This design comes from an exercise in tuning for small area, a short achievable clock period and few clock cycles on the open sky130 flow, not from production work.
At most, simulation tests tie the RTL to the original design; equivalence was not proved.
Only the layout flow was run in runs 2, 4 and 5; the RTL was not checked for function there.
The flow treats the clock pin as an ideal source, which a real chip does not have.
Power and IR drop assume default switching activity.

**design.v**
```verilog
package bfrv_pkg;
  localparam int unsigned MODE_W   = 2;
  localparam int unsigned VALUE_W  = 32;
  localparam int unsigned STATUS_W = 2;
  localparam int unsigned OCC_W    = 5;
  localparam int unsigned LIMIT_W  = 5;
  localparam int unsigned DEPTH_DEF      = 16;
  localparam int unsigned DATA_WIDTH_DEF = 32;
  localparam logic [LIMIT_W-1:0] LIMIT_RESET = 5'd16;
  localparam logic [MODE_W-1:0] MODE_PUSH   = 2'd0;
  localparam logic [MODE_W-1:0] MODE_POP    = 2'd1;
  localparam logic [MODE_W-1:0] MODE_REMOVE = 2'd2;
  localparam logic [STATUS_W-1:0] ST_DONE      = 2'd0;
  localparam logic [STATUS_W-1:0] ST_FULL      = 2'd1;
  localparam logic [STATUS_W-1:0] ST_EMPTY     = 2'd2;
  localparam logic [STATUS_W-1:0] ST_NOT_FOUND = 2'd3;
  typedef struct packed {
    logic [MODE_W-1:0]  mode;
    logic [VALUE_W-1:0] value;
  } req_t;
  typedef struct packed {
    logic [STATUS_W-1:0] status;
    logic [VALUE_W-1:0]  popped_value;
    logic [OCC_W-1:0]    occupancy;
  } rsp_t;
  typedef struct packed {
    logic load;     
    logic shift;    
    logic cmp_en;   
  } cell_ctrl_t;
endpackage
import bfrv_pkg::*;
module bfrv_cell #(
  parameter int unsigned DATA_WIDTH = DATA_WIDTH_DEF
) (
  input  logic                  clk_i,
  input  logic                  shift_i,     
  input  logic [DATA_WIDTH-1:0] prev_i,      
  input  logic [DATA_WIDTH-1:0] cmp_data_i,  
  output logic [DATA_WIDTH-1:0] data_o,
  output logic                  eq_o
);
  logic [DATA_WIDTH-1:0] data_q;
  always_ff @(posedge clk_i) begin
    if (shift_i) begin
      data_q <= prev_i;
    end
  end
  assign data_o = data_q;
  assign eq_o   = (data_q == cmp_data_i);
endmodule
import bfrv_pkg::*;
module bfrv_seek #(
  parameter int unsigned DEPTH = DEPTH_DEF
) (
  input  logic [DEPTH-1:0] req_i,
  output logic [DEPTH-1:0] onehot_o
);
  always_comb begin
    for (int i = 0; i < DEPTH; i++) begin
      onehot_o[i] = req_i[i];
      for (int j = i + 1; j < DEPTH; j++) begin
        onehot_o[i] = onehot_o[i] & ~req_i[j];
      end
    end
  end
endmodule
import bfrv_pkg::*;
module bounded_fifo_with_remove_by_value #(
  parameter int unsigned DEPTH      = DEPTH_DEF,
  parameter int unsigned DATA_WIDTH = DATA_WIDTH_DEF
) (
  input  logic               clk_i,
  input  logic               rst_ni,
  input  logic               cfg_we_i,
  input  logic [LIMIT_W-1:0] cfg_wdata_i,
  input  logic               in_valid_i,
  output logic               in_stall_o,
  input  logic [MODE_W+VALUE_W-1:0]          in_word_i,
  output logic               out_valid_o,
  input  logic               out_stall_i,
  output logic [STATUS_W+VALUE_W+OCC_W-1:0] out_word_o
);
  localparam int unsigned CNT_W = $clog2(DEPTH + 1);
  localparam int unsigned CMP_W = (CNT_W > LIMIT_W) ? CNT_W : LIMIT_W;
  localparam int unsigned RSP_W = STATUS_W + VALUE_W + OCC_W;
  logic [MODE_W-1:0]     mode0;
  logic [DATA_WIDTH-1:0] val0;
  logic                  v1_q;
  logic [MODE_W-1:0]     mode1_q;
  logic [DATA_WIDTH-1:0] val1_q;
  logic [DEPTH-1:0]      m1_q;
  logic                  r1_free;
  logic                  stall_q;
  logic                  pr_q;         
  logic [DEPTH-1:0]      vld_q, vld_d;
  logic [CNT_W-1:0]      cnt_q, cnt_d;
  logic [LIMIT_W-1:0]    limit_q;
  logic                  room_q, room_d;    
  logic                  any_q, any_d;      
  logic [DATA_WIDTH-1:0] cell_data [DEPTH];
  logic [DEPTH-1:0]      cell_eq;
  logic [DEPTH-1:0]      below_full;        
  logic [DEPTH-1:0]      shift_en;
  logic [DEPTH-1:0]      m_next;
  logic                  eq01;
  logic                  fire;
  logic                  is_push, is_pop, is_remove;
  logic                  push_ok, dec;
  logic [DEPTH-1:0]      old_q, old_d;      
  logic [DEPTH-1:0]      next_old;          
  logic                  old_clr;
  logic [DEPTH-1:0]      hit_oh, hit_vec, clr;
  logic                  found;
  logic                  room_inc, room_dec;
  logic [STATUS_W-1:0]   res_status;
  logic [VALUE_W-1:0]    res_value;
  logic [RSP_W-1:0]      res;
  logic                  ov_q, sv_q, sv_d;
  logic [RSP_W-1:0]      ow_q, sw_q;
  logic                  deliver;
  assign r1_free    = ~stall_q;
  assign in_stall_o = stall_q;
  assign mode0      = in_word_i[MODE_W+VALUE_W-1:VALUE_W];
  assign val0       = DATA_WIDTH'(in_word_i[VALUE_W-1:0]);
  assign eq01       = (val0 == val1_q);
  for (genvar i = 0; i < DEPTH; i++) begin : g_fwd
    if (i == 0) begin : g_first
      assign m_next[i] = shift_en[i] ? eq01 : cell_eq[i];
    end else begin : g_rest
      assign m_next[i] = shift_en[i] ? cell_eq[i-1] : cell_eq[i];
    end
  end
  always_ff @(posedge clk_i or negedge rst_ni) begin
    if (!rst_ni) begin
      v1_q <= 1'b0;
    end else if (r1_free) begin
      v1_q <= in_valid_i;
    end
  end
  always_ff @(posedge clk_i) begin
    if (r1_free) begin
      mode1_q <= mode0;
      val1_q  <= val0;
      m1_q    <= m_next;
    end
  end
  assign fire      = v1_q & ~sv_q;
  assign is_push   = (mode1_q == MODE_PUSH);
  assign is_pop    = (mode1_q == MODE_POP);
  assign is_remove = (mode1_q == MODE_REMOVE);
  assign push_ok   = pr_q & ~sv_q;
  always_comb begin
    for (int i = 0; i < DEPTH; i++) begin
      below_full[i] = 1'b1;
      for (int j = 0; j < i; j++) begin
        below_full[i] = below_full[i] & vld_q[j];
      end
    end
  end
  assign shift_en = {DEPTH{push_ok}} & below_full;
  for (genvar i = 0; i < DEPTH; i++) begin : g_cell
    logic [DATA_WIDTH-1:0] prev;
    if (i == 0) begin : g_first
      assign prev = val1_q;
    end else begin : g_rest
      assign prev = cell_data[i-1];
    end
    bfrv_cell #(
      .DATA_WIDTH (DATA_WIDTH)
    ) u_cell (
      .clk_i      (clk_i),
      .shift_i    (shift_en[i]),
      .prev_i     (prev),
      .cmp_data_i (val0),
      .data_o     (cell_data[i]),
      .eq_o       (cell_eq[i])
    );
  end
  bfrv_seek #(.DEPTH(DEPTH)) u_next_old (
    .req_i    (vld_q & ~old_q),
    .onehot_o (next_old)
  );
  assign old_clr = (is_pop & any_q) | (is_remove & ((m1_q & old_q) != '0));
  always_comb begin
    old_d = old_q;
    if (is_push && room_q) begin
      if (!any_q) begin
        old_d = DEPTH'(1);
      end else begin
        for (int i = 1; i < DEPTH; i++) begin
          old_d[i] = below_full[i] ? old_q[i-1] : old_q[i];
        end
        old_d[0] = 1'b0;
      end
    end else if (old_clr) begin
      old_d = next_old;
    end
  end
  always_ff @(posedge clk_i or negedge rst_ni) begin
    if (!rst_ni) begin
      old_q <= '0;
    end else if (fire) begin
      old_q <= old_d;
    end
  end
  assign hit_vec = m1_q & vld_q;
  assign found   = |hit_vec;
  bfrv_seek #(.DEPTH(DEPTH)) u_hit (
    .req_i    (hit_vec),
    .onehot_o (hit_oh)
  );
  always_comb begin
    clr = '0;
    if (is_pop)    clr = old_q;
    if (is_remove) clr = hit_oh;
  end
  always_comb begin
    for (int i = 0; i < DEPTH; i++) begin
      if (shift_en[i]) begin
        vld_d[i] = (i == 0) ? 1'b1 : vld_q[(i == 0) ? 0 : i-1];
      end else begin
        vld_d[i] = vld_q[i] & ~clr[i];
      end
    end
  end
  always_comb begin
    res_value = '0;
    for (int i = 0; i < DEPTH; i++) begin
      res_value = res_value | ({VALUE_W{old_q[i]}} & VALUE_W'(cell_data[i]));
    end
    if (!is_pop) res_value = '0;
  end
  assign dec      = (is_pop & any_q) | (is_remove & found);
  assign room_inc = (CNT_W'(cnt_q + CNT_W'(1)) < CNT_W'(DEPTH))
                    & (CMP_W'(cnt_q + CNT_W'(1)) < CMP_W'(limit_q));
  assign room_dec = (CMP_W'(cnt_q) <= CMP_W'(DEPTH)) & (CMP_W'(cnt_q) <= CMP_W'(limit_q));
  always_comb begin
    cnt_d  = cnt_q;
    room_d = room_q;
    any_d  = any_q;
    if (is_push && room_q) begin
      cnt_d  = cnt_q + CNT_W'(1);
      room_d = room_inc;
      any_d  = 1'b1;
    end else if (dec) begin
      cnt_d  = cnt_q - CNT_W'(1);
      room_d = room_dec;
      any_d  = (cnt_q != CNT_W'(1));
    end
  end
  always_comb begin
    res_status = ST_DONE;
    if (is_push && !room_q)      res_status = ST_FULL;
    if (is_pop && !any_q)        res_status = ST_EMPTY;
    if (is_remove && !found)     res_status = ST_NOT_FOUND;
  end
  assign res = {res_status, res_value, OCC_W'(cnt_d)};
  always_ff @(posedge clk_i or negedge rst_ni) begin
    if (!rst_ni) begin
      vld_q <= '0;
      cnt_q <= '0;
      any_q <= 1'b0;
    end else if (fire) begin
      vld_q <= vld_d;
      cnt_q <= cnt_d;
      any_q <= any_d;
    end
  end
  always_ff @(posedge clk_i or negedge rst_ni) begin
    if (!rst_ni) begin
      limit_q <= LIMIT_RESET;
    end else if (cfg_we_i) begin
      limit_q <= cfg_wdata_i;
    end
  end
  logic room_next;
  always_comb begin
    room_next = room_q;
    if (cfg_we_i) begin
      room_next = (cnt_q < CNT_W'(DEPTH)) & (CMP_W'(cnt_q) < CMP_W'(cfg_wdata_i));
    end else if (fire) begin
      room_next = room_d;
    end
  end
  always_ff @(posedge clk_i or negedge rst_ni) begin
    if (!rst_ni) begin
      room_q <= 1'b1;
      pr_q   <= 1'b0;
    end else begin
      room_q <= room_next;
      if (r1_free) begin
        pr_q <= in_valid_i & (mode0 == MODE_PUSH) & room_next;
      end
    end
  end
  assign out_valid_o = ov_q;
  assign out_word_o  = ow_q;
  assign deliver     = ov_q & ~out_stall_i;
  always_comb begin
    sv_d = sv_q;
    if (sv_q) begin
      if (deliver) sv_d = 1'b0;
    end else if (fire && ov_q && !deliver) begin
      sv_d = 1'b1;
    end
  end
  always_ff @(posedge clk_i or negedge rst_ni) begin
    if (!rst_ni) begin
      ov_q    <= 1'b0;
      sv_q    <= 1'b0;
      stall_q <= 1'b0;
    end else begin
      sv_q <= sv_d;
      if (!ov_q || deliver) begin
        ov_q <= sv_q | fire;
      end
      stall_q <= sv_d & (r1_free ? in_valid_i : v1_q);
    end
  end
  always_ff @(posedge clk_i) begin
    if (!ov_q || deliver) begin
      ow_q <= sv_q ? sw_q : res;
    end
    if (!sv_q && fire && ov_q && !deliver) begin
      sw_q <= res;
    end
  end
endmodule
```
**flow/run.sh**
```bash
#!/bin/bash
set -euo pipefail
export BUFFER_PORTS_ARGS="-buffer_cell sky130_fd_sc_hd__buf_4"
bash standard.sh > standard_flow.log 2>&1
```
**standard.sh**
```bash
#!/bin/bash
# synth_recipe.tcl (not shown) runs the flow's synth.tcl, then flattens the netlist and writes it again
# the make line also repeats each setting of config.mk as NAME=value (left out here)
make -C /OpenROAD-flow-scripts/flow DESIGN_CONFIG=/design/flow/config.mk WORK_HOME=/design/flow/orfs CLKGATE_MAP_FILE= SYNTH_SCRIPT=/design/flow/synth_recipe.tcl "${@:-finish}"
```
**config.mk**
```make
export PLATFORM = sky130hd
export DESIGN_NAME = bounded_fifo_with_remove_by_value
export DESIGN_NICKNAME = bounded_fifo_with_remove_by_value
export VERILOG_FILES = /design/flow/design.v
export SDC_FILE = /design/flow/constraint.sdc
export NUM_CORES = 4
export LEC_CHECK = 0
export CAP_MARGIN = 20
export CORE_MARGIN = 2
export CORE_UTILIZATION = 40
export CTS_CLUSTER_DIAMETER = 80
export CTS_CLUSTER_SIZE = 22
export PLACE_DENSITY = 0.8
export SETUP_SLACK_MARGIN = 3.0
export SLEW_MARGIN = 20
export TNS_END_PERCENT = 0
```
**constraint.sdc**
```tcl
create_clock -name core_clock -period 5.0 [get_ports {clk_i}]
set_input_delay 1.0000 -clock core_clock [delete_from_list [all_inputs] [get_ports {clk_i}]]
set_output_delay 1.0000 -clock core_clock [all_outputs]
set_load 0.01 [all_outputs]
```
==> results of run 1 <==
-- metal layers --
layer | vias up | wire length [µm]
li1 | 9158 | -
met1 | 11700 | 45340
met2 | 2744 | 52810
met3 | 642 | 25170
met4 | 18 | 11970
met5 | - | 132
-- registers in the layout (all words and copies together) (netlist names), 2 cells and up --
signal / count
mode1_q: 2
ow_q: 39
limit_q: 5
val1_q: 32
cnt_q: 5
sw_q: 39
g_cell.u_cell.data_q: 512
vld_q: 16
m1_q: 16
old_q: 16
-- per-stage QoR --
stage | area (µm²) | setup WS [ns]
5_1_grt | 36320 | 2.465
2_1_floorplan | 32710 | 1.867
4_1_cts | 36160 | 2.732
3_3_place_gp | 34300 | 1.530
6_report | 36330 | 2.352
3_5_place_dp | 34320 | 1.529
-- critical path: cells and delay by family --
kind | cells | cell delay [ns]
buf+inv | 1 | 0.21
mux | 1 | 0.21
xor+xnor | 1 | 0.55
simple gates | 3 | 1.13
-- synthesized netlist by cell type, types with 6 or more instances --
master	n
nor3_1	7
a21oi_1	12
nand4_1	132
xor2_1	53
a221oi_1	102
nor2_1	22
nand3_1	21
xnor2_1	501
buf_2	48
clkbuf_1	84
and2_1	6
mux2i_1	14
ha_1	17
a31oi_1	59
a22oi_1	76
mux2_2	41
nand2_1	82
buf_1	23
edfxtp_1	640
o21ai_0	41
inv_1	25
a22o_1	101
dfrtp_1	47
nor2b_1	14
a32oi_1	12
nor4_1	47
nand2b_1	13
and3_1	35
-- worst max path at each step --
stage / start / end / slack, ns / cells after the start
final: in_word_i[14] / m1_q[3]$_DFFE_PN_ / 2.35 / 6
after global routing: m1_q[11]$_DFFE_PN_ / ow_q[0]$_DFFE_PP_ / 2.46 / 8
after detailed placement: in_word_i[29] / m1_q[0]$_DFFE_PN_ / 1.53 / 6
after floorplan: vld_q[2]$_DFFE_PN0P_ / g_cell[10].u_cell.data_q[0]$_DFFE_PP_ / 1.87 / 4
after CTS: m1_q[11]$_DFFE_PN_ / ow_q[4]$_DFFE_PP_ / 2.73 / 7
after global placement: in_word_i[29] / m1_q[0]$_DFFE_PN_ / 1.53 / 6
-- cell type report --
type | count | area, µm² | share of cell area (%)
sequential | 689 | 20480 | 56.36
multi-input combinational | 1471 | 11790 | 32.45
timing repair buffer | 178 | 1539 | 4.236
tap | 1060 | 1326 | 3.651
clock buffer | 46 | 1002 | 2.759
inverter | 25 | 108.9 | 0.2996
clock inverter | 7 | 56.30 | 0.1550
timing repair inverter | 2 | 15.01 | 0.04133
antenna | 6 | 15.01 | 0.04133
-- timing repair --
item | 4_1_cts | 5_1_grt
cloned | 6 | 0
endpoints found under the setup margin | 705 | 567
buffers inserted | 44 | 5
gates resized for setup | 84 | 18
pin swaps | 12 | 10
-- power groups by stage --
stage          Sequential (mW)  Combinational [mW]  Clock [mW]
6_report                  7.08                4.76        3.40
5_1_grt                   7.10                4.75        3.57
4_1_cts                   7.05                4.40        3.37
3_5_place_dp              7.32                3.90           0
3_3_place_gp              7.33                3.86           0
2_1_floorplan             6.95                2.50           0
-- logic make-up after synthesis --
kind of cell | after synthesis | synth area share (%)
xor+xnor | 554 | 14.89
buf+inv | 186 | 2.430
mux | 56 | 1.892
flops | 689 | 62.73
simple gates | 406 | 7.070
fa+ha+maj | 17 | 0.6525
compound gates | 435 | 10.34
==> notes.md, run 1 <==
* Pins over their slew limit at 0
* I/O pin count at 85
* H-tree levels at 2
* Synthesized area at 0.03260 mm²
* Worst-Margin Slew at approximately 1.1 ns
* Initial antenna violation count at 12
* Antenna viol nets, final at 0
* Syn Inst Count at approximately 2300
* Distinct cells, synth at between 70 and 80
* Slew HR at ~28%
* Power per cell area at between 400 and 500 mW/mm²
* Worst path arrival time at around 3.1 ns
* Routed len/inst at approximately 39 µm
* GRT Util Overall at between 30% and 40%
* Clock root buffer: clkbuf_16
* Max FO, Critical Path at 18
* Filler cell count at between 6000 and 7000
* Final wirelength at approximately 140000 µm
* Tmin final at 2.648 ns
* Critical path class: in2reg
* Setup violations, final at 0
* Most frequent cells in the layout: edfxtp_1 (640), xnor2_1 (493), buf_4 (151)
* Unrepaired setup endpoints after global routing: yes
* Status: timing/DRC/antenna clean
* Sw frac at between 30% and 40%
* Number of core rows at 104
* CP peak stage delay at around 0.56 ns
* Largest net degree at the start of global routing at 50
* F_max at around 0.38 GHz
* Routability cong. at 1.167
* Fin crit share at 52.96%
* First-pass GRT wire length at roughly 180000 µm
* CP max stage cell: nor4_1
* Worst R2R Path Depth at 5
* CP endpoint kind: flop
* Clock share of power at between 20% and 30%
* Via Count at about 24000
* Die Wd at a little under 300 µm
* Hold crit path type: in2async
* Synth Flop Type: edfxtp_1
* Comb pwr share at approximately 31%
* TritonRoute pass-1 iters at 8
* Final Power at between 15 and 20 mW
* Internal Power at ~9.7 mW
* TritonCTS clock tree: done
* Psw at 5.517 mW
* Worst hold slack at about 0.42 ns
* Post-Syn Area per Cell at 13.91 µm²
* Worst R2R Start: old_q[1]$_DFFE_PN0P_
* Vias in the first global route at roughly 22000
* Commonest non-fill, non-tap cell in the layout: edfxtp_1
* Drc violations at 0
* Reg power frac at between 40% and 50%
* Sequential fraction of the synthesis area at a little over three fifths
* Placed insts at roughly 3400
* GRT Residual Overflow at 0
* Die Ht at 289.5 µm
* Peak VDD IR at 0.0003470 V
* GRT met3 Usage at ~15%
* Area of the die at roughly 0.084 mm²
* Core area at 0.08055 mm²
* Hpwl dp at just over 90000 µm
* Met1 GRT Util at 40.66%
* Grt peak-use layer: met2
* Setup crit start kind: primary input
* Post-synth EDFFs at 640
* Worst Skew at roughly 0.024 ns
* Register-to-register setup slack at roughly 2.5 ns
* Yosys reg bits at 689
* Async set-reset flop share out of synthesis at under 10%
* Clock sinks at 689
* Ys Warns at 4
* Leak at between 10 and 15 nW
* Clock transition at path regs at 0.10 ns
* Post-Syn Nets at 2404
* Area grow syn2layout at 11.45%
* Setup Total Neg Slack at 0 ns
* Deepest clock path buffer count at 3
* 1st-iter DRT viols at 5450
* FF-to-FF End: ow_q[6]$_DFFE_PP_
* Vias per cell at around 7.0
* Final hold vios at 0
* CP Cell Sequence: buf_4, xnor2_1, nand4_1, nor4_1, nand2_1, mux2i_1
* Initial core utilization at 40.47%
* Number of port buffers at 84
* Largest area contributor in the netlist: edfxtp_1
* Synth top area cells: edfxtp_1 (59%), xnor2_1 (13%), dfrtp_1 (3.6%)
* Post-layout util at approximately 45%
* Max Cap Viol at 0
* # nets final at 2466
* CTS hold repair buffers at 0
* Layout Cells excl Fill at roughly 3500
* CP required at approximately 5.5 ns
* Share of cells above drive strength 1 at approximately 15%
* Area share of the leading cell type in the synthesized netlist at 58.96%
* Met2 GRT Util at a little over two fifths
* Clock Latency Late Sink at 0.61 ns
* CTS buffer count at 38
Testbench counts, summed over its fixed seeds: cycles 12,016.
==> inputs of run 2 (changes only) <==
--- a/design.v
+++ b/design.v
@@ -94,6 +94,7 @@
   logic                  stall_q;
   logic                  pr_q;         
   logic [DEPTH-1:0]      vld_q, vld_d;
+  logic [DEPTH-1:0]      vld_next;          
   logic [CNT_W-1:0]      cnt_q, cnt_d;
   logic [LIMIT_W-1:0]    limit_q;
   logic                  room_q, room_d;    
@@ -142,7 +143,7 @@
     if (r1_free) begin
       mode1_q <= mode0;
       val1_q  <= val0;
-      m1_q    <= m_next;
+      m1_q    <= m_next & vld_next;
     end
   end
   assign fire      = v1_q & ~sv_q;
@@ -204,7 +205,7 @@
       old_q <= old_d;
     end
   end
-  assign hit_vec = m1_q & vld_q;
+  assign hit_vec = m1_q;
   assign found   = |hit_vec;
   bfrv_seek #(.DEPTH(DEPTH)) u_hit (
     .req_i    (hit_vec),
@@ -256,6 +257,7 @@
     if (is_remove && !found)     res_status = ST_NOT_FOUND;
   end
   assign res = {res_status, res_value, OCC_W'(cnt_d)};
+  assign vld_next = fire ? vld_d : vld_q;
   always_ff @(posedge clk_i or negedge rst_ni) begin
     if (!rst_ni) begin
       vld_q <= '0;
==> flow/run.sh (replaced) <==
#!/bin/bash
set -euo pipefail
export BUFFER_PORTS_ARGS="-buffer_cell sky130_fd_sc_hd__buf_2"
bash standard.sh > standard_flow.log 2>&1
--- a/config.mk
+++ b/config.mk
@@ -11,6 +11,6 @@
 export CTS_CLUSTER_DIAMETER = 80
 export CTS_CLUSTER_SIZE = 22
 export PLACE_DENSITY = 0.8
-export SETUP_SLACK_MARGIN = 3.0
+export SETUP_SLACK_MARGIN = 2.8
 export SLEW_MARGIN = 20
 export TNS_END_PERCENT = 0
==> notes.md, run 2 <==
* Status: timing/DRC/antenna clean (unchanged)
* Synthesized area at 0.03264 mm² (was 0.03260 mm²)
* TritonRoute pass-1 iters at 10 (was 8)
* Drc violations at 0 (unchanged)
* GRT Residual Overflow at 0 (unchanged)
* Number of core rows at 104 (unchanged)
* I/O pin count at 85 (unchanged)
* CP endpoint kind: flop (unchanged)
* Vias per cell at 6.897 (was 6.963)
* Post-synth top cells: edfxtp_1 (640), xor2_1 (519), nor4_1 (134) (was edfxtp_1 (640), xnor2_1 (501), nand4_1 (132))
* Max FO, Critical Path at 18 (unchanged)
* Largest net degree at the start of global routing at 50 (unchanged)
* Core area at 0.08068 mm² (was 0.08055 mm²)
* Vias in the first global route at 22130 (was 22010)
* Critical path class: in2reg (unchanged)
* Top-count cell post-synth: edfxtp_1 (unchanged)
* Initial antenna violation count at 9 (was 12)
* Final hold vios at 0 (unchanged)
* Async set-reset flop share out of synthesis at 7.112% (unchanged)
* Layout Cells excl Fill at 3498 (was 3484)
* Deepest clock path buffer count at 3 (unchanged)
* Slew HR at 30.02% (was 28.08%)
* Leak at 12.54 nW (was 11.44 nW)
* Setup violations, final at 0 (unchanged)
* First-pass GRT wire length at 186600 µm (was 183000 µm)
* Clock sinks at 689 (unchanged)
* Worst Skew at 0.03977 ns (was 0.02439 ns)
* 1st-iter DRT viols at 4902 (was 5450)
* Distinct cells, synth at 66 (was 73)
* Clock Latency Late Sink at 0.62 ns (was 0.61 ns)
* Worst slack, placed at 1.259 ns (was 1.529 ns)
* Clock root buffer: clkbuf_16 (unchanged)
* Power per cell area at 409.0 mW/mm² (was 419.4 mW/mm²)
* Most flops, register: g_cell.u_cell.data_q (unchanged)
* Placed insts at 3393 (was 3370)
* Post-synth EDFFs at 640 (unchanged)
* Critical Path End: m1_q[7]$_DFFE_PN_ (was m1_q[3]$_DFFE_PN_)
* Max Cap Viol at 0 (unchanged)
* Clock share of power at 23.8% (was 22.3%)
* Sequential fraction of the synthesis area at 62.64% (was 62.73%)
* Most frequent cells in the layout: edfxtp_1 (640), xor2_1 (519), a22o_1 (104) (was edfxtp_1 (640), xnor2_1 (493), buf_4 (151))
* Comb pwr share at 28.3% (was 31.2%)
* Worst R2R Path Depth at 5 (unchanged)
* Tmin final at 2.670 ns (was 2.648 ns)
* Worst hold slack at 0.4768 ns (was 0.4156 ns)
* CP required at 5.39 ns (was 5.46 ns)
* Synth top area cells: edfxtp_1 (59%), xor2_1 (14%), dfrtp_1 (3.6%) (was edfxtp_1 (59%), xnor2_1 (13%), dfrtp_1 (3.6%))
* FF-to-FF End: ow_q[29]$_DFFE_PP_ (was ow_q[6]$_DFFE_PP_)
* Worst setup margin at 2.330 ns (was 2.352 ns)
* Number of port buffers at 84 (unchanged)
* Commonest non-fill, non-tap cell in the layout: edfxtp_1 (unchanged)
* Hold crit path type: reg2reg (was in2async)
* Final Power at 15.00 mW (was 15.24 mW)
* Final wirelength at 139100 µm (was 135400 µm)
* Design Area, Final at 0.03668 mm² (was 0.03633 mm²)
* Sw frac at 35.75% (was 36.21%)
* CTS hold repair buffers at 0 (unchanged)
* Via Count at 24120 (was 24260)
* Synth Flop Type: edfxtp_1 (unchanged)
* Antenna viol nets, final at 0 (unchanged)
* Area grow syn2layout at 12.36% (was 11.45%)
* TritonCTS clock tree: done (unchanged)
* Pins over their slew limit at 0 (unchanged)
* Post-layout util at 45.46% (was 45.10%)
* Area after DPL at 0.03426 mm² (was 0.03432 mm²)
* Psw at 5.362 mW (was 5.517 mW)
* Worst setup path start: in_word_i[4] (was in_word_i[14])
* Internal Power at 9.638 mW (was 9.719 mW)
* Worst-Margin Slew at 1.045 ns (was 1.071 ns)
* Register-to-register setup slack at 2.38 ns (was 2.49 ns)
* Area of the die at 0.08391 mm² (was 0.08379 mm²)
* Post-Syn Nets at 2413 (was 2404)
* CTS buffer count at 39 (was 38)
* Die Ht at 289.7 µm (was 289.5 µm)
* Area share of the leading cell type in the synthesized netlist at 58.88% (was 58.96%)
* Initial core utilization at 40.46% (was 40.47%)
* Ys Warns at 4 (unchanged)
* Unrepaired setup endpoints after global routing: yes (unchanged)
* Clock transition at path regs at 0.10 ns (about the same)
* Peak VDD IR at 0.0002793 V (was 0.0003470 V)
* H-tree levels at 2 (unchanged)
* Max FFs per register at 512 (unchanged)
* Share of cells above drive strength 1 at 16.67% (was 15.18%)
* Routability cong. at 1.155 (was 1.167)
* F_max at 0.3746 GHz (was 0.3776 GHz)
* # nets final at 2479 (was 2466)
* Largest area contributor in the netlist: edfxtp_1 (unchanged)
* Setup crit start kind: primary input (unchanged)
* Filler cell count at 7106 (was 6978)
* GRT Util Overall at 32.61% (was 31.71%)
* Fin crit share at 53.39% (was 52.96%)
* Syn Inst Count at 2352 (was 2343)
* Yosys reg bits at 689 (unchanged)
* Worst path arrival time at 3.06 ns (was 3.11 ns)
* Reg power frac at 48.0% (was 46.5%)
* Largest regs: g_cell.u_cell.data_q: 512 flops, ow_q: 39 flops, sw_q: 39 flops (unchanged)
* Routed len/inst at 39.78 µm (was 38.87 µm)
* Worst R2R Start: old_q[2]$_DFFE_PN0P_ (was old_q[1]$_DFFE_PN0P_)
* Setup Total Neg Slack at 0 ns (unchanged)
* Hpwl dp at 94620 µm (was 91130 µm)
* Die Wd at 289.7 µm (was 289.5 µm)
* Post-Syn Area per Cell at 13.88 µm² (was 13.91 µm²)
## run 2: cell count changes after synthesis, sizes merged, moves of 12 or more
cell / change
a21oi: +19
buf: -14
a31oi: -16
nor4: +88
nor2: +28
xnor2: -467
and2: +12
nand2: -20
xor2: +466
nand4: -90
## run 2: critical path, stage by stage
cell	delay, ns
buf_4	0.28
xor2_1	0.85
nor4_2	0.19
nand4_1	0.22
nor2_1	0.10
mux2_2	0.26
and2_1	0.15
## run 2: logic make-up (layout without fill, tap and decap cells)
kind of cell,Yosys count,in the layout,synth area share [%]
flip-flops,689,689,62.64
XOR/XNOR,553,553,14.84
AND/OR/NAND/NOR,430,433,7.586
AO/OA/AOI/OAI,427,427,10.07
buffers and inverters,179,259,2.269
multiplexers,57,57,1.951
adder cells (fa/ha/maj),17,17,0.6516
other,0,3,0
## run 2: how the worst min path moves through the flow
stage	endpoint	depth (start not counted)	start
2_1_floorplan	g_cell[0].u_cell.data_q[22]$_DFFE_PP_	0	val1_q[22]$_DFFE_PN_
3_3_place_gp	g_cell[0].u_cell.data_q[17]$_DFFE_PP_	0	val1_q[17]$_DFFE_PN_
3_5_place_dp	g_cell[0].u_cell.data_q[7]$_DFFE_PP_	0	val1_q[7]$_DFFE_PN_
4_1_cts	g_cell[0].u_cell.data_q[7]$_DFFE_PP_	0	val1_q[7]$_DFFE_PN_
5_1_grt	g_cell[0].u_cell.data_q[24]$_DFFE_PP_	0	val1_q[24]$_DFFE_PN_
6_report	g_cell[0].u_cell.data_q[10]$_DFFE_PP_	0	val1_q[10]$_DFFE_PN_
## run 2: final cells by class
type                    count  area (µm²)  share of cell area [%]
repair buffers            175        1466                   3.998
multi-input cells        1487       12140                   33.09
repair inverters            2       15.01                 0.04094
diodes                      3       7.507                 0.02047
clock inverters             8       93.84                  0.2559
well taps                1060        1326                   3.616
flip-flops and latches    689       20470                   55.81
clock buffers              50        1060                   2.889
inverters                  24       100.1                  0.2729
## run 2: repair_timing
| item | CTS | global route |
|---|---|---|
| setup endpoints to repair | 575 | 414 |
| cloned | 7 | 0 |
| resized for setup | 132 | 34 |
| pin swaps | 12 | 8 |
| buffers inserted | 27 | 10 |
## run 2: metal layers
metal	GRT usage [%]	wire, µm	vias to the layer above
li1	-	-	9164
met1	41.00	46450	11720
met2	45.35	54740	2633
met3	16.16	26200	600
met4	18.54	11620	12
met5	0.2273	125	-
## run 2: power groups by stage
stage | registers [mW] | logic, mW | clock network, mW
2_1_floorplan | 6.97 | 2.36 | 0
3_3_place_gp | 7.27 | 3.69 | 0
3_5_place_dp | 7.28 | 3.73 | 0
4_1_cts | 7.15 | 3.91 | 3.53
5_1_grt | 7.20 | 4.29 | 3.70
6_report | 7.20 | 4.24 | 3.56
==> inputs of run 3 (changes only) <==
--- a/design.v
+++ b/design.v
@@ -94,7 +94,6 @@
   logic                  stall_q;
   logic                  pr_q;         
   logic [DEPTH-1:0]      vld_q, vld_d;
-  logic [DEPTH-1:0]      vld_next;          
   logic [CNT_W-1:0]      cnt_q, cnt_d;
   logic [LIMIT_W-1:0]    limit_q;
   logic                  room_q, room_d;    
@@ -143,7 +142,7 @@
     if (r1_free) begin
       mode1_q <= mode0;
       val1_q  <= val0;
-      m1_q    <= m_next & vld_next;
+      m1_q    <= m_next;
     end
   end
   assign fire      = v1_q & ~sv_q;
@@ -205,7 +204,7 @@
       old_q <= old_d;
     end
   end
-  assign hit_vec = m1_q;
+  assign hit_vec = m1_q & vld_q;
   assign found   = |hit_vec;
   bfrv_seek #(.DEPTH(DEPTH)) u_hit (
     .req_i    (hit_vec),
@@ -257,7 +256,6 @@
     if (is_remove && !found)     res_status = ST_NOT_FOUND;
   end
   assign res = {res_status, res_value, OCC_W'(cnt_d)};
-  assign vld_next = fire ? vld_d : vld_q;
   always_ff @(posedge clk_i or negedge rst_ni) begin
     if (!rst_ni) begin
       vld_q <= '0;
==> flow/run.sh (replaced) <==
#!/bin/bash
set -euo pipefail
here=$(pwd)
export BUFFER_PORTS_ARGS="-buffer_cell sky130_fd_sc_hd__buf_4"
export POST_CTS_TCL="$here/flow/post_cts.tcl"
bash standard.sh > standard_flow.log 2>&1
==> flow/post_cts.tcl (new file) <==
# Runs inside ORFS's cts.tcl (POST_CTS_TCL hook), after its own repair and
# legalisation: more setup repair passes on the worst paths, then legalise.
estimate_parasitics -placement
repair_timing -setup -setup_margin $::env(SETUP_SLACK_MARGIN) -repair_tns 0 \
  -max_passes 2000 -verbose
detailed_placement
check_placement -verbose
--- a/config.mk
+++ b/config.mk
@@ -8,9 +8,6 @@
 export CAP_MARGIN = 20
 export CORE_MARGIN = 2
 export CORE_UTILIZATION = 40
-export CTS_CLUSTER_DIAMETER = 80
-export CTS_CLUSTER_SIZE = 22
-export PLACE_DENSITY = 0.8
-export SETUP_SLACK_MARGIN = 2.8
+export SETUP_SLACK_MARGIN = 2.9
 export SLEW_MARGIN = 20
 export TNS_END_PERCENT = 0
==> notes.md, run 3 <==
* Status: timing/DRC/antenna clean (unchanged)
* Vias in the first global route at 22600 (was 22130)
* Post-Syn Nets at 2404 (was 2413)
* Ys Warns at 4 (unchanged)
* Distinct cells, synth at 73 (was 66)
* Yosys reg bits at 689 (unchanged)
* Pins over their slew limit at 0 (unchanged)
* Commonest non-fill, non-tap cell in the layout: edfxtp_1 (unchanged)
* Critical path's top delay family: simple AND/OR/NAND/NOR gates (was XOR/XNOR gates)
* Max FFs per register at 512 (unchanged)
* Clock Latency Late Sink at 0.66 ns (was 0.62 ns)
* GRT Util Overall at 35.90% (was 32.61%)
* Sequential fraction of the synthesis area at 62.73% (was 62.64%)
* Setup Total Neg Slack at 0 ns (unchanged)
* Post-synth top cells: edfxtp_1 (640), xnor2_1 (501), nand4_1 (132) (was edfxtp_1 (640), xor2_1 (519), nor4_1 (134))
* Xor/xnor share of the synthesized area at 14.89% (was 14.84%)
* Largest net degree at the start of global routing at 50 (unchanged)
* Largest family of logic cells by synthesized area: XOR/XNOR gates (unchanged)
* Max FO, Critical Path at 17 (was 18)
* Worst Path Buf+Inv at 0 (was 1)
* First-pass GRT wire length at 202100 µm (was 186600 µm)
* Sw frac at 35.25% (was 35.75%)
* Adder-Cell Fraction of Synth Area at 0.6525% (was 0.6516%)
* Core area at 0.08055 mm² (was 0.08068 mm²)
* Area share of the leading cell type in the synthesized netlist at 58.96% (was 58.88%)
* I/O pin count at 85 (unchanged)
* Tmin final at 2.600 ns (was 2.670 ns)
* CP endpoint kind: flop (unchanged)
* F_max at 0.3846 GHz (was 0.3746 GHz)
* Setup crit start kind: flop (was primary input)
* Share of cells above drive strength 1 at 17.60% (was 16.67%)
* Critical path class: reg2reg (was in2reg)
* Vias per cell at 6.871 (was 6.897)
* Worst R2R Start: vld_q[6]$_DFFE_PN0P_ (was old_q[2]$_DFFE_PN0P_)
* Die Wd at 289.5 µm (was 289.7 µm)
* Async set-reset flop share out of synthesis at 7.112% (unchanged)
* Clock sinks at 689 (unchanged)
* Mux cell area share after synthesis at 1.892% (was 1.951%)
* Initial core utilization at 40.47% (was 40.46%)
* Worst-Margin Slew at 1.043 ns (was 1.045 ns)
* Unrepaired setup endpoints after global routing: yes (unchanged)
* Synthesized area at 0.03260 mm² (was 0.03264 mm²)
* Largest regs: g_cell.u_cell.data_q: 512 flops, ow_q: 39 flops, sw_q: 39 flops (unchanged)
* Synth top area cells: edfxtp_1 (59%), xnor2_1 (13%), dfrtp_1 (3.6%) (was edfxtp_1 (59%), xor2_1 (14%), dfrtp_1 (3.6%))
* CP Cell Sequence: nand4_1, nor2_1, and3_2 (was buf_4, xor2_1, nor4_2, nand4_1, nor2_1, mux2_2, and2_1)
* CP max stage cell: and3_2 (was xor2_1)
* Design Area, Final at 0.03795 mm² (was 0.03668 mm²)
* Top-count cell post-synth: edfxtp_1 (unchanged)
* Leak at 12.24 nW (was 12.54 nW)
* Worst R2R Path Depth at 3 (was 5)
* Initial antenna violation count at 15 (was 9)
* Register-to-register setup slack at 2.40 ns (was 2.38 ns)
* Post-layout util at 47.11% (was 45.46%)
* Worst setup path start: vld_q[6]$_DFFE_PN0P_ (was in_word_i[4])
* Worst Skew at 0.02647 ns (was 0.03977 ns)
* Reg power frac at 40.1% (was 48.0%)
* GRT Residual Overflow at 0 (unchanged)
* Final wirelength at 151000 µm (was 139100 µm)
* Most flops, register: g_cell.u_cell.data_q (unchanged)
* Drc violations at 0 (unchanged)
* Syn Inst Count at 2343 (was 2352)
* Internal Power at 11.70 mW (was 9.638 mW)
* 1st-iter DRT viols at 4206 (was 4902)
* Psw at 6.368 mW (was 5.362 mW)
* Simple-gate area share of the yosys netlist at 7.070% (was 7.586%)
* FF-to-FF End: g_cell[14].u_cell.data_q[4]$_DFFE_PP_ (was ow_q[29]$_DFFE_PP_)
* Comb pwr share at 28.1% (was 28.3%)
* Setup violations, final at 0 (unchanged)
* Largest area contributor in the netlist: edfxtp_1 (unchanged)
* Worst slack, placed at 1.273 ns (was 1.259 ns)
* TritonRoute pass-1 iters at 9 (was 10)
* Antenna viol nets, final at 0 (unchanged)
* CP required at 5.28 ns (was 5.39 ns)
* Most frequent cells in the layout: edfxtp_1 (640), xnor2_1 (497), buf_4 (162) (was edfxtp_1 (640), xor2_1 (519), a22o_1 (104))
* Worst setup margin at 2.400 ns (was 2.330 ns)
* Routed len/inst at 42.19 µm (was 39.78 µm)
* Slew HR at 29.98% (was 30.02%)
* Clock transition at path regs at 0.06 ns (was 0.10 ns)
* Synth Flop Type: edfxtp_1 (unchanged)
* Power per cell area at 476.1 mW/mm² (was 409.0 mW/mm²)
* CP peak stage delay at 0.95 ns (was 0.85 ns)
* Hpwl dp at 103700 µm (was 94620 µm)
* Die Ht at 289.5 µm (was 289.7 µm)
* Clock share of power at 31.9% (was 23.8%)
* Area after DPL at 0.03433 mm² (was 0.03426 mm²)
* Post-Syn Area per Cell at 13.91 µm² (was 13.88 µm²)
* Number of port buffers at 84 (unchanged)
* Hold crit path type: in2async (was reg2reg)
* Peak VDD IR at 0.0002710 V (was 0.0002793 V)
* # nets final at 2517 (was 2479)
* TritonCTS clock tree: done (unchanged)
* Fin crit share at 52.00% (was 53.39%)
* Via Count at 24590 (was 24120)
* Area grow syn2layout at 16.42% (was 12.36%)
* Routability cong. at 1.122 (was 1.155)
* Number of core rows at 104 (unchanged)
* Area of the die at 0.08379 mm² (was 0.08391 mm²)
* Final hold vios at 0 (unchanged)
* Max Cap Viol at 0 (unchanged)
* Synth Area in Compound Gates at 10.34% (was 10.07%)
* Post-synth EDFFs at 640 (unchanged)
* Worst path arrival time at 2.88 ns (was 3.06 ns)
==> run 3: final cells by class <==
class	instances	area, µm²
well taps	1060	1326
inverters	25	137.6
repair inverters	1	8.758
multi-input cells	1471	11720
repair buffers	191	1780
fillers	7115	42600
diodes	2	5.005
clock inverters	49	486.7
flip-flops and latches	689	20510
clock buffers	91	1979
==> run 3: kinds of logic (layout without fill, tap and decap cells) <==
group,Yosys count,after routing
mux,56,56
other cells,0,2
flops,689,689
fa+ha+maj,17,17
buf+inv,186,357
xor+xnor,554,554
compound gates,435,435
simple gates,406,409
==> run 3: through the flow <==
step	hold WS, ns	cells	power (mW)
after floorplan	0.4473	2343	9.454
after global placement	0.4518	3368	11.44
after detailed placement	0.4567	3370	11.44
after global routing	0.4600	3577	18.32
final	0.3907	3579	18.07
==> run 3: power groups by stage <==
| stage | clock (mW) | sequential (mW) | combinational (mW) |
|---|---|---|---|
| finish | 5.75 | 7.24 | 5.07 |
| global route | 5.96 | 7.25 | 5.11 |
| detailed placement | 0 | 7.70 | 3.73 |
| global placement | 0 | 7.70 | 3.73 |
| floorplan | 0 | 6.95 | 2.50 |
==> run 3: worst max-delay path by stage <==
stage | cells past startpoint | slack [ns] | to
after floorplan | 4 | 1.87 | g_cell[10].u_cell.data_q[0]$_DFFE_PP_
after global placement | 6 | 1.18 | m1_q[0]$_DFFE_PN_
after detailed placement | 6 | 1.27 | m1_q[0]$_DFFE_PN_
after global routing | 7 | 2.44 | ow_q[1]$_DFFE_PP_
final | 3 | 2.40 | g_cell[14].u_cell.data_q[4]$_DFFE_PP_
==> run 3: per-layer routing <==
metal / track usage (%) / part of all wire [%]
met1: 47.33 / 36
met2: 50.23 / 41
met3: 14.90 / 16
met4: 18.72 / 6.7
met5: 0.6818 / 0.14
Testbench counts of run 3, summed over its fixed seeds: cycles 12,016.
==> inputs of run 4 (changes only) <==
--- a/design.v
+++ b/design.v
@@ -84,15 +84,10 @@
   localparam int unsigned CNT_W = $clog2(DEPTH + 1);
   localparam int unsigned CMP_W = (CNT_W > LIMIT_W) ? CNT_W : LIMIT_W;
   localparam int unsigned RSP_W = STATUS_W + VALUE_W + OCC_W;
-  logic [MODE_W-1:0]     mode0;
-  logic [DATA_WIDTH-1:0] val0;
-  logic                  v1_q;
-  logic [MODE_W-1:0]     mode1_q;
-  logic [DATA_WIDTH-1:0] val1_q;
-  logic [DEPTH-1:0]      m1_q;
-  logic                  r1_free;
-  logic                  stall_q;
-  logic                  pr_q;         
+  logic [MODE_W-1:0]     mode;
+  logic [DATA_WIDTH-1:0] value;
+  logic                  fire;
+  logic                  is_push, is_pop, is_remove;
   logic [DEPTH-1:0]      vld_q, vld_d;
   logic [CNT_W-1:0]      cnt_q, cnt_d;
   logic [LIMIT_W-1:0]    limit_q;
@@ -102,14 +97,9 @@
   logic [DEPTH-1:0]      cell_eq;
   logic [DEPTH-1:0]      below_full;        
   logic [DEPTH-1:0]      shift_en;
-  logic [DEPTH-1:0]      m_next;
-  logic                  eq01;
-  logic                  fire;
-  logic                  is_push, is_pop, is_remove;
   logic                  push_ok, dec;
   logic [DEPTH-1:0]      old_q, old_d;      
   logic [DEPTH-1:0]      next_old;          
-  logic                  old_clr;
   logic [DEPTH-1:0]      hit_oh, hit_vec, clr;
   logic                  found;
   logic                  room_inc, room_dec;
@@ -119,37 +109,14 @@
   logic                  ov_q, sv_q, sv_d;
   logic [RSP_W-1:0]      ow_q, sw_q;
   logic                  deliver;
-  assign r1_free    = ~stall_q;
-  assign in_stall_o = stall_q;
-  assign mode0      = in_word_i[MODE_W+VALUE_W-1:VALUE_W];
-  assign val0       = DATA_WIDTH'(in_word_i[VALUE_W-1:0]);
-  assign eq01       = (val0 == val1_q);
-  for (genvar i = 0; i < DEPTH; i++) begin : g_fwd
-    if (i == 0) begin : g_first
-      assign m_next[i] = shift_en[i] ? eq01 : cell_eq[i];
-    end else begin : g_rest
-      assign m_next[i] = shift_en[i] ? cell_eq[i-1] : cell_eq[i];
-    end
-  end
-  always_ff @(posedge clk_i or negedge rst_ni) begin
-    if (!rst_ni) begin
-      v1_q <= 1'b0;
-    end else if (r1_free) begin
-      v1_q <= in_valid_i;
-    end
-  end
-  always_ff @(posedge clk_i) begin
-    if (r1_free) begin
-      mode1_q <= mode0;
-      val1_q  <= val0;
-      m1_q    <= m_next;
-    end
-  end
-  assign fire      = v1_q & ~sv_q;
-  assign is_push   = (mode1_q == MODE_PUSH);
-  assign is_pop    = (mode1_q == MODE_POP);
-  assign is_remove = (mode1_q == MODE_REMOVE);
-  assign push_ok   = pr_q & ~sv_q;
+  assign in_stall_o = sv_q;
+  assign fire       = in_valid_i & ~sv_q;
+  assign mode       = in_word_i[MODE_W+VALUE_W-1:VALUE_W];
+  assign value      = DATA_WIDTH'(in_word_i[VALUE_W-1:0]);
+  assign is_push    = (mode == MODE_PUSH);
+  assign is_pop     = (mode == MODE_POP);
+  assign is_remove  = (mode == MODE_REMOVE);
+  assign push_ok    = fire & is_push & room_q;
   always_comb begin
     for (int i = 0; i < DEPTH; i++) begin
       below_full[i] = 1'b1;
@@ -162,7 +129,7 @@
   for (genvar i = 0; i < DEPTH; i++) begin : g_cell
     logic [DATA_WIDTH-1:0] prev;
     if (i == 0) begin : g_first
-      assign prev = val1_q;
+      assign prev = value;
     end else begin : g_rest
       assign prev = cell_data[i-1];
     end
@@ -172,7 +139,7 @@
       .clk_i      (clk_i),
       .shift_i    (shift_en[i]),
       .prev_i     (prev),
-      .cmp_data_i (val0),
+      .cmp_data_i (value),
       .data_o     (cell_data[i]),
       .eq_o       (cell_eq[i])
     );
@@ -181,19 +148,18 @@
     .req_i    (vld_q & ~old_q),
     .onehot_o (next_old)
   );
-  assign old_clr = (is_pop & any_q) | (is_remove & ((m1_q & old_q) != '0));
   always_comb begin
     old_d = old_q;
-    if (is_push && room_q) begin
+    if (push_ok) begin
       if (!any_q) begin
         old_d = DEPTH'(1);
       end else begin
         for (int i = 1; i < DEPTH; i++) begin
-          old_d[i] = below_full[i] ? old_q[i-1] : old_q[i];
+          old_d[i] = shift_en[i] ? old_q[i-1] : old_q[i];
         end
-        old_d[0] = 1'b0;
+        old_d[0] = shift_en[0] ? 1'b0 : old_q[0];
       end
-    end else if (old_clr) begin
+    end else if ((clr & old_q) != '0) begin
       old_d = next_old;
     end
   end
@@ -204,7 +170,7 @@
       old_q <= old_d;
     end
   end
-  assign hit_vec = m1_q & vld_q;
+  assign hit_vec = cell_eq & vld_q;
   assign found   = |hit_vec;
   bfrv_seek #(.DEPTH(DEPTH)) u_hit (
     .req_i    (hit_vec),
@@ -274,24 +240,13 @@
       limit_q <= cfg_wdata_i;
     end
   end
-  logic room_next;
-  always_comb begin
-    room_next = room_q;
-    if (cfg_we_i) begin
-      room_next = (cnt_q < CNT_W'(DEPTH)) & (CMP_W'(cnt_q) < CMP_W'(cfg_wdata_i));
-    end else if (fire) begin
-      room_next = room_d;
-    end
-  end
   always_ff @(posedge clk_i or negedge rst_ni) begin
     if (!rst_ni) begin
       room_q <= 1'b1;
-      pr_q   <= 1'b0;
-    end else begin
-      room_q <= room_next;
-      if (r1_free) begin
-        pr_q <= in_valid_i & (mode0 == MODE_PUSH) & room_next;
-      end
+    end else if (cfg_we_i) begin
+      room_q <= (cnt_q < CNT_W'(DEPTH)) & (CMP_W'(cnt_q) < CMP_W'(cfg_wdata_i));
+    end else if (fire) begin
+      room_q <= room_d;
     end
   end
   assign out_valid_o = ov_q;
@@ -307,15 +262,13 @@
   end
   always_ff @(posedge clk_i or negedge rst_ni) begin
     if (!rst_ni) begin
-      ov_q    <= 1'b0;
-      sv_q    <= 1'b0;
-      stall_q <= 1'b0;
+      ov_q <= 1'b0;
+      sv_q <= 1'b0;
     end else begin
       sv_q <= sv_d;
       if (!ov_q || deliver) begin
         ov_q <= sv_q | fire;
       end
-      stall_q <= sv_d & (r1_free ? in_valid_i : v1_q);
     end
   end
   always_ff @(posedge clk_i) begin
==> run.sh (new file) <==
#!/bin/bash
# synth_recipe.tcl (not shown) runs the flow's synth.tcl, then flattens the netlist and writes it again
# the make line also repeats each setting of config.mk as NAME=value (left out here)
make -C /OpenROAD-flow-scripts/flow DESIGN_CONFIG=/design/flow/config.mk WORK_HOME=/design/flow/orfs CLKGATE_MAP_FILE= SYNTH_SCRIPT=/design/flow/synth_recipe.tcl finish
--- a/config.mk
+++ b/config.mk
@@ -8,6 +8,5 @@
 export CAP_MARGIN = 20
 export CORE_MARGIN = 2
 export CORE_UTILIZATION = 40
-export SETUP_SLACK_MARGIN = 2.9
+export SETUP_SLACK_MARGIN = 2.7
 export SLEW_MARGIN = 20
-export TNS_END_PERCENT = 0
removed: flow/run.sh
removed: flow/post_cts.tcl
removed: standard.sh
==> notes.md, run 4 <==
* Status: timing/DRC/antenna clean (unchanged)
* Post-synth EDFFs at 590 (was 640)
* TritonRoute pass-1 iters at 8 (was 9)
* Peak VDD IR at 0.0002901 V (was 0.0002710 V)
* Routed len/inst at 49.11 µm (was 42.19 µm)
* First-pass GRT wire length at 268900 µm (was 202100 µm)
* Setup crit start kind: primary input (was flop)
* 1st-iter DRT viols at 5041 (was 4206)
* Hold crit path type: in2async (unchanged)
* Max FFs per register at 512 (unchanged)
* Pins over their slew limit at 0 (unchanged)
* Via Count at 30540 (was 24590)
* Routed wl met3 at 34240 µm (was 24390 µm)
* CTS buffer count at 73
* DRT met1 WL at 72080 µm (was 54870 µm)
* Post-synth top cells: edfxtp_1 (590), xnor2_1 (306), xor2_1 (219) (was edfxtp_1 (640), xnor2_1 (501), nand4_1 (132))
* Routability cong. at 1.104 (was 1.122)
* Area of the die at 0.08267 mm² (was 0.08379 mm²)
* Synth Flop Type: edfxtp_1 (unchanged)
* Post-Syn Area per Cell at 12.55 µm² (was 13.91 µm²)
* Number of port buffers at 84 (unchanged)
* DR top layer: met5 (unchanged)
* GRT Util Overall at 50.07% (was 35.90%)
* Setup violations, final at 0 (unchanged)
* TritonCTS clock tree: done (unchanged)
* Worst R2R Start: g_cell[4].u_cell.data_q[20]$_DFFE_PP_ (was vld_q[6]$_DFFE_PN0P_)
* Unrepaired setup endpoints after global routing: yes (unchanged)
* Number of core rows at 103 (was 104)
* Largest area contributor in the netlist: edfxtp_1 (unchanged)
* Worst R2R Path Depth at 11 (was 3)
* Synthesized area at 0.03215 mm² (was 0.03260 mm²)
* Yosys reg bits at 636 (was 689)
* Leak at 16.56 nW (was 12.24 nW)
* Register-to-register setup slack at 1.48 ns (was 2.40 ns)
* Post-Syn Nets at 2623 (was 2404)
* CP endpoint kind: flop (unchanged)
* Synth top area cells: edfxtp_1 (55%), xnor2_1 (8.3%), xor2_1 (6.0%) (was edfxtp_1 (59%), xnor2_1 (13%), dfrtp_1 (3.6%))
* Worst-Margin Slew at 1.097 ns (was 1.043 ns)
* F_max at 0.2797 GHz (was 0.3846 GHz)
* Sequential fraction of the synthesis area at 58.69% (was 62.73%)
* Clock transition at path regs at 0.07 ns (was 0.06 ns)
* Antenna viol nets, final at 0 (unchanged)
* Hpwl dp at 142700 µm (was 103700 µm)
* Clock Latency Late Sink at 0.67 ns (was 0.66 ns)
* Worst Skew at 0.03226 ns (was 0.02647 ns)
* Area share of the leading cell type in the synthesized netlist at 55.10% (was 58.96%)
* Die Ht at 287.5 µm (was 289.5 µm)
* Area grow syn2layout at 45.04% (was 16.42%)
* I/O pin count at 85 (unchanged)
* GRT Residual Overflow at 0 (unchanged)
* Max Cap Viol at 0 (unchanged)
* Initial core utilization at 40.57% (was 40.47%)
* Most flops, register: g_cell.u_cell.data_q (unchanged)
* Slew HR at 26.88% (was 29.98%)
* Final wirelength at 213100 µm (was 151000 µm)
* FF-to-FF End: old_q[13]$_DFFE_PN0P_ (was g_cell[14].u_cell.data_q[4]$_DFFE_PP_)
* Final hold vios at 0 (unchanged)
* Most frequent cells in the layout: edfxtp_1 (590), buf_4 (424), xnor2_1 (242) (was edfxtp_1 (640), xnor2_1 (497), buf_4 (162))
* Initial antenna violation count at 21 (was 15)
* # nets final at 3274 (was 2517)
* CP required at 5.54 ns (was 5.28 ns)
* Commonest non-fill, non-tap cell in the layout: edfxtp_1 (unchanged)
* CTS hold repair buffers at 0
* Syn Inst Count at 2562 (was 2343)
* Clock sinks at 636 (was 689)
* Met2 routed WL at 84240 µm (was 61340 µm)
* Distinct cells, synth at 70 (was 73)
* Deepest clock path buffer count at 3
* Ys Warns at 4 (unchanged)
* Final Power at 16.76 mW (was 18.07 mW)
* Vias per cell at 7.038 (was 6.871)
* Critical path class: in2reg (was reg2reg)
* Largest net degree at the start of global routing at 53 (was 50)
* Async set-reset flop share out of synthesis at 7.233% (was 7.112%)
* Max FO, Critical Path at 8 (was 17)
* Drc violations at 0 (unchanged)
* Power per cell area at 359.3 mW/mm² (was 476.1 mW/mm²)
* Fin crit share at 71.50% (was 52.00%)
* Worst path arrival time at 4.11 ns (was 2.88 ns)
* Top-count cell post-synth: edfxtp_1 (unchanged)
* H-tree levels at 3
* Vias in the first global route at 27820 (was 22600)
* Die Wd at 287.5 µm (was 289.5 µm)
* Share of cells above drive strength 1 at 38.14% (was 17.60%)
* Setup Total Neg Slack at 0 ns (unchanged)
* Core area at 0.07926 mm² (was 0.08055 mm²)
* Tmin final at 3.575 ns (was 2.600 ns)
* Largest regs: g_cell.u_cell.data_q: 512 flops, ow_q: 39 flops, sw_q: 39 flops (unchanged)
* Clock root buffer: clkbuf_16
[run 4: cell count changes after synthesis, moves of 27 or more]
cell and delta:
nand3_1 +48, nand2_1 +30, xor2_1 +166, a31oi_1 -37
a21oi_1 +35, nor4_1 +55, a221oi_1 -43, xnor2_1 -195
a22o_1 -44, a22oi_1 +75, nor2_1 +56, nand2b_1 +27
edfxtp_1 -50
[run 4: cells by family after synthesis]
family          count (synthesis)  share of synthesized area [%]
buf+inv                       202                          2.774
xor+xnor                      525                          14.30
compound gates                450                          10.43
simple gates                  711                          12.40
fa+ha+maj                      17                         0.6615
flops                         636                          58.69
mux                            21                         0.7471
[run 4: power breakdown]
part	switching (mW)	internal (mW)	total, mW
sequential	0.344	6.00	6.34
clock	2.44	3.24	5.68
combinational	3.08	1.66	4.74
[run 4: layout make-up]
class / instances / area, µm²
timing repair buffer: 732 / 8120
tap: 1050 / 1314
antenna: 18 / 45.04
fill: 6275 / 32620
inverter: 45 / 225.2
sequential: 636 / 18920
multi-input combinational: 1725 / 15570
clock buffer: 89 / 1971
clock inverter: 45 / 479.2
[run 4: worst max-delay path: stages]
cell	delay, ns
buf_2	0.11
buf_12	0.15
buf_8	0.14
buf_4	0.14
xor2_1	0.24
nor4_1	0.44
nand4_1	0.17
nor3_1	0.46
and3b_1	0.26
nand4_1	0.10
a21oi_1	0.23
a211o_4	0.18
and2_4	0.19
mux2_4	0.30
[run 4: per-layer routing]
| metal | GRT usage (%) | up-vias |
|---|---|---|
| met5 | 0.8140 | - |
| met4 | 36.39 | 14 |
| met3 | 23.56 | 982 |
| met2 | 69.49 | 3185 |
| met1 | 60.57 | 15220 |
| li1 | - | 11150 |
[run 4: through the flow]
step / worst slack (ns) / util [%] / hold WS [ns] / area (µm²) / std cells
floorplan: -0.3425 / - / 0.4657 / 32640 / 2562
global placement: -0.0001172 / 46.75 / 0.4834 / 37050 / 3910
detailed placement: -0.007565 / 46.75 / 0.4875 / 37050 / 3910
CTS: 1.485 / 56.87 / 0.4008 / 45080 / 4264
global route: 1.404 / 58.80 / 0.4283 / 46600 / 4326
finish: 1.425 / 58.84 / 0.3763 / 46640 / 4340
[run 4: how the worst max path moves through the flow]
stage,start,to,cells after the start
after floorplan,in_valid_i,g_cell[15].u_cell.data_q[0]$_DFFE_PP_,13
after global placement,in_word_i[4],ow_q[0]$_DFFE_PP_,14
after detailed placement,in_word_i[13],ow_q[0]$_DFFE_PP_,13
after CTS,in_word_i[25],old_q[0]$_DFFE_PN0P_,13
after global routing,in_word_i[24],old_q[13]$_DFFE_PN0P_,16
final,in_word_i[18],old_q[0]$_DFFE_PN0P_,14
[run 4: what timing repair did]
| action | 4_1_cts | 5_1_grt |
|---|---|---|
| setup buffers | 178 | 47 |
| endpoints found under the hold margin | 0 | 0 |
| cloned | 42 | 11 |
| endpoints found under the setup margin | 698 | 460 |
| gates resized for setup | 773 | 194 |
| pin swaps | 113 | 63 |
==> inputs of run 5 (changes only) <==
--- a/design.v
+++ b/design.v
@@ -98,9 +98,7 @@
   logic [DEPTH-1:0]      below_full;        
   logic [DEPTH-1:0]      shift_en;
   logic                  push_ok, dec;
-  logic [DEPTH-1:0]      old_q, old_d;      
-  logic [DEPTH-1:0]      next_old;          
-  logic [DEPTH-1:0]      hit_oh, hit_vec, clr;
+  logic [DEPTH-1:0]      old_oh, hit_oh, hit_vec, clr;
   logic                  found;
   logic                  room_inc, room_dec;
   logic [STATUS_W-1:0]   res_status;
@@ -144,32 +142,10 @@
       .eq_o       (cell_eq[i])
     );
   end
-  bfrv_seek #(.DEPTH(DEPTH)) u_next_old (
-    .req_i    (vld_q & ~old_q),
-    .onehot_o (next_old)
+  bfrv_seek #(.DEPTH(DEPTH)) u_oldest (
+    .req_i    (vld_q),
+    .onehot_o (old_oh)
   );
-  always_comb begin
-    old_d = old_q;
-    if (push_ok) begin
-      if (!any_q) begin
-        old_d = DEPTH'(1);
-      end else begin
-        for (int i = 1; i < DEPTH; i++) begin
-          old_d[i] = shift_en[i] ? old_q[i-1] : old_q[i];
-        end
-        old_d[0] = shift_en[0] ? 1'b0 : old_q[0];
-      end
-    end else if ((clr & old_q) != '0) begin
-      old_d = next_old;
-    end
-  end
-  always_ff @(posedge clk_i or negedge rst_ni) begin
-    if (!rst_ni) begin
-      old_q <= '0;
-    end else if (fire) begin
-      old_q <= old_d;
-    end
-  end
   assign hit_vec = cell_eq & vld_q;
   assign found   = |hit_vec;
   bfrv_seek #(.DEPTH(DEPTH)) u_hit (
@@ -178,7 +154,7 @@
   );
   always_comb begin
     clr = '0;
-    if (is_pop)    clr = old_q;
+    if (is_pop)    clr = old_oh;
     if (is_remove) clr = hit_oh;
   end
   always_comb begin
@@ -193,7 +169,7 @@
   always_comb begin
     res_value = '0;
     for (int i = 0; i < DEPTH; i++) begin
-      res_value = res_value | ({VALUE_W{old_q[i]}} & VALUE_W'(cell_data[i]));
+      res_value = res_value | ({VALUE_W{old_oh[i]}} & VALUE_W'(cell_data[i]));
     end
     if (!is_pop) res_value = '0;
   end
==> notes.md, run 5 <==
* Status: timing/DRC/antenna clean (unchanged)
* H-tree levels at 3 (unchanged)
* Worst slack, placed at 0.2058 ns (was -0.007565 ns)
* Largest net degree at the start of global routing at 72 (was 53)
* FF-to-FF End: ow_q[10]$_DFFE_PP_ (was old_q[13]$_DFFE_PN0P_)
* Share of cells above drive strength 1 at 37.56% (was 38.14%)
* Setup violations, final at 0 (unchanged)
* CTS buffer count at 71 (was 73)
* 1st-iter DRT viols at 4034 (was 5041)
* Clock Latency Late Sink at 0.65 ns (was 0.67 ns)
* Hold crit path type: in2async (unchanged)
* Antenna viol nets, final at 0 (unchanged)
* Area grow syn2layout at 43.36% (was 45.04%)
* TritonCTS clock tree: done (unchanged)
* Largest area contributor in the netlist: edfxtp_1 (unchanged)
* Layout Cells excl Fill at 3843 (was 4340)
* Deepest clock path buffer count at 3 (unchanged)
* CP Cell Sequence: buf_8, bufbuf_16, xor2_1, nor4_2, nand4_1, or4_4, and4_4, a41o_4, buf_6, nand2_8, buf_4, nor3_4, o31ai_1 (was buf_2, buf_12, buf_8, buf_4, xor2_1, nor4_1, nand4_1, nor3_1, and3b_1, nand4_1, a21oi_1, a211o_4, and2_4, mux2_4)
* Adder-Cell Fraction of Synth Area at 0.7008% (was 0.6615%)
* Routability cong. at 0.9469 (was 1.104)
* Distinct cells, synth at 69 (was 70)
* Worst setup margin at 1.747 ns (was 1.425 ns)
* CP max stage cell: or4_4 (was nor3_1)
* Ys Warns at 4 (unchanged)
* Mux cell area share after synthesis at 0.1443% (was 0.7471%)
* Yosys reg bits at 620 (was 636)
* Xor/xnor share of the synthesized area at 14.86% (was 14.30%)
* Leak at 15.14 nW (was 16.56 nW)
* # nets final at 2867 (was 3274)
* Async set-reset flop share out of synthesis at 4.839% (was 7.233%)
* CP peak stage delay at 0.47 ns (was 0.46 ns)
* Vias per cell at 6.397 (was 7.038)
* CTS hold repair buffers at 0 (unchanged)
* Comb pwr share at 21.9% (was 28.3%)
* Critical Path Stages at 13 (was 14)
* Final hold vios at 0 (unchanged)
* Worst path arrival time at 3.70 ns (was 4.11 ns)
* Synth top area cells: edfxtp_1 (58%), xnor2_1 (8.0%), xor2_1 (6.9%) (was edfxtp_1 (55%), xnor2_1 (8.3%), xor2_1 (6.0%))
* F_max at 0.3074 GHz (was 0.2797 GHz)
* Post-Syn Nets at 2411 (was 2623)
* Power per cell area at 325.7 mW/mm² (was 359.3 mW/mm²)
* Slew HR at 40.06% (was 26.88%)
* Worst setup path start: in_word_i[2] (was in_word_i[18])
* Worst-Margin Slew at 0.8991 ns (was 1.097 ns)
* Vias in the first global route at 22960 (was 27820)
* Clock sinks at 620 (was 636)
* Via Count at 24580 (was 30540)
* Max FFs per register at 512 (unchanged)
* Post-layout util at 57.58% (was 58.84%)
* Sw frac at 29.12% (was 34.98%)
* Number of core rows at 101 (was 103)
* Final wirelength at 131400 µm (was 213100 µm)
* Unrepaired setup endpoints after global routing: yes (unchanged)
* I/O pin count at 85 (unchanged)
* Final Power at 14.17 mW (was 16.76 mW)
* Synth Area in Compound Gates at 7.899% (was 10.43%)
* Tmin final at 3.253 ns (was 3.575 ns)
* Synth Flop Type: edfxtp_1 (unchanged)
* Area share of the leading cell type in the synthesized netlist at 58.37% (was 55.10%)
* CP endpoint kind: flop (unchanged)
* Psw at 4.127 mW (was 5.862 mW)
* Initial core utilization at 40.16% (was 40.57%)
* Most flops, register: g_cell.u_cell.data_q (unchanged)
* Synthesized area at 0.03035 mm² (was 0.03215 mm²)
* Peak VDD IR at 0.0003036 V (was 0.0002901 V)
* Max Cap Viol at 0 (unchanged)
* Core area at 0.07557 mm² (was 0.07926 mm²)
* Reg power frac at 42.2% (was 37.9%)
* Routed len/inst at 34.18 µm (was 49.11 µm)
* Area of the die at 0.07810 mm² (was 0.08267 mm²)
* Worst R2R Path Depth at 12 (was 11)
* Placed insts at 3354 (was 3910)
* Die Wd at 279.5 µm (was 287.5 µm)
* GRT Residual Overflow at 0 (unchanged)
* Worst Path Buf+Inv at 4 (unchanged)
* Sequential fraction of the synthesis area at 60.86% (was 58.69%)
* Hpwl dp at 78670 µm (was 142700 µm)
* Clock root buffer: clkbuf_16 (unchanged)
* Pins over their slew limit at 0 (unchanged)
* Fin crit share at 65.05% (was 71.50%)
* Register-to-register setup slack at 1.84 ns (was 1.48 ns)
* Post-synth EDFFs at 590 (unchanged)
* Top-count cell post-synth: edfxtp_1 (unchanged)
* Setup crit start kind: primary input (unchanged)
* Post-synth top cells: edfxtp_1 (590), xnor2_1 (276), xor2_1 (239) (was edfxtp_1 (590), xnor2_1 (306), xor2_1 (219))
* First-pass GRT wire length at 177800 µm (was 268900 µm)
* Critical Path End: ow_q[0]$_DFFE_PP_ (was old_q[0]$_DFFE_PN0P_)
* Commonest non-fill, non-tap cell in the layout: edfxtp_1 (unchanged)
* Max FO, Critical Path at 5 (was 8)
* CP required at 5.45 ns (was 5.54 ns)
* Critical path class: in2reg (unchanged)
* Initial antenna violation count at 4 (was 21)
* Critical path's top delay family: simple AND/OR/NAND/NOR gates (unchanged)
* Internal Power at 10.04 mW (was 10.89 mW)
* Worst R2R Start: vld_q[14]$_DFFE_PN0P_ (was g_cell[4].u_cell.data_q[20]$_DFFE_PP_)
* Drc violations at 0 (unchanged)
* Number of port buffers at 84 (unchanged)
* Clock share of power at 35.9% (was 33.9%)
* Syn Inst Count at 2350 (was 2562)
* Worst Skew at 0.03817 ns (was 0.03226 ns)
* GRT Util Overall at 32.34% (was 50.07%)
* Simple-gate area share of the yosys netlist at 12.64% (was 12.40%)
## run 5: cells by family after synthesis
logic type      count (synthesis)
compound gates                320
xor+xnor                      515
fa+ha+maj                      17
buf+inv                       176
flops                         620
mux                             4
simple gates                  698
## run 5: timing repair
| item | in CTS | in global routing |
|---|---|---|
| pin swaps | 122 | 135 |
| buffers inserted | 228 | 61 |
| setup endpoints to repair | 688 | 533 |
| cloned | 57 | 11 |
| resized for setup | 764 | 327 |
## run 5: routing by layer
layer / GRT usage (%) / routed length, µm / vias to the layer above
met1: 45.49 / 50760 / 12420
li1: - / - / 9799
met2: 47.58 / 56070 / 2017
met3: 9.408 / 18310 / 343
met5: 0 / 26 / -
met4: 11.63 / 6209 / 4
## run 5: stage by stage
step / area [µm²] / hold slack (ns) / setup TNS [ns]
after global placement: 32900 / 0.4804 / 0
after floorplan: 31010 / 0.4514 / -0.5077
after detailed placement: 32900 / 0.4836 / 0
after global routing: 43500 / 0.5126 / 0
final: 43510 / 0.5008 / 0
after CTS: 41220 / 0.4977 / 0
## run 5: final cells by class
type | count | area (µm²) | area share, %
well taps | 978 | 1224 | 2.812
clock buffers | 94 | 1914 | 4.400
inverters | 28 | 117.6 | 0.2703
repair inverters | 1 | 7.507 | 0.01725
multi-input cells | 1565 | 14600 | 33.54
repair buffers | 519 | 6898 | 15.85
flip-flops and latches | 620 | 18480 | 42.48
diodes | 3 | 7.507 | 0.01725
clock inverters | 35 | 265.3 | 0.6096
## run 5: worst register-to-register path, cell delays in order (launching register included)
cell,delay (ns)
dfrtp_2,0.41
or4_4,0.59
nor4_4,0.33
nand2b_4,0.14
nor4_4,0.35
nand2b_4,0.13
nor3b_4,0.28
buf_12,0.18
buf_12,0.13
buf_12,0.10
a22oi_2,0.04
and4_1,0.23
o21ai_1,0.13
## run 5: power groups by stage
stage | combinational, mW | sequential [mW] | clock (mW)
after global placement | 1.86 | 6.08 | 0
after detailed placement | 1.87 | 6.08 | 0
after CTS | 2.43 | 5.98 | 5.06
after floorplan | 1.20 | 6.04 | 0
final | 3.10 | 5.99 | 5.08
after global routing | 3.20 | 6.00 | 5.27
## run 5: how the worst min path moves through the flow
stage                     cells past startpoint                                   start                                endpoint
final                                         1                                  rst_ni                    vld_q[8]$_DFFE_PN0P_
after global routing                          0    g_cell[2].u_cell.data_q[0]$_DFFE_PP_    g_cell[3].u_cell.data_q[0]$_DFFE_PP_
after CTS                                     0  g_cell[10].u_cell.data_q[12]$_DFFE_PP_  g_cell[11].u_cell.data_q[12]$_DFFE_PP_
after detailed placement                      0   g_cell[5].u_cell.data_q[24]$_DFFE_PP_   g_cell[6].u_cell.data_q[24]$_DFFE_PP_
after global placement                        0    g_cell[0].u_cell.data_q[7]$_DFFE_PP_    g_cell[1].u_cell.data_q[7]$_DFFE_PP_
after floorplan                               0    g_cell[7].u_cell.data_q[7]$_DFFE_PP_    g_cell[8].u_cell.data_q[7]$_DFFE_PP_
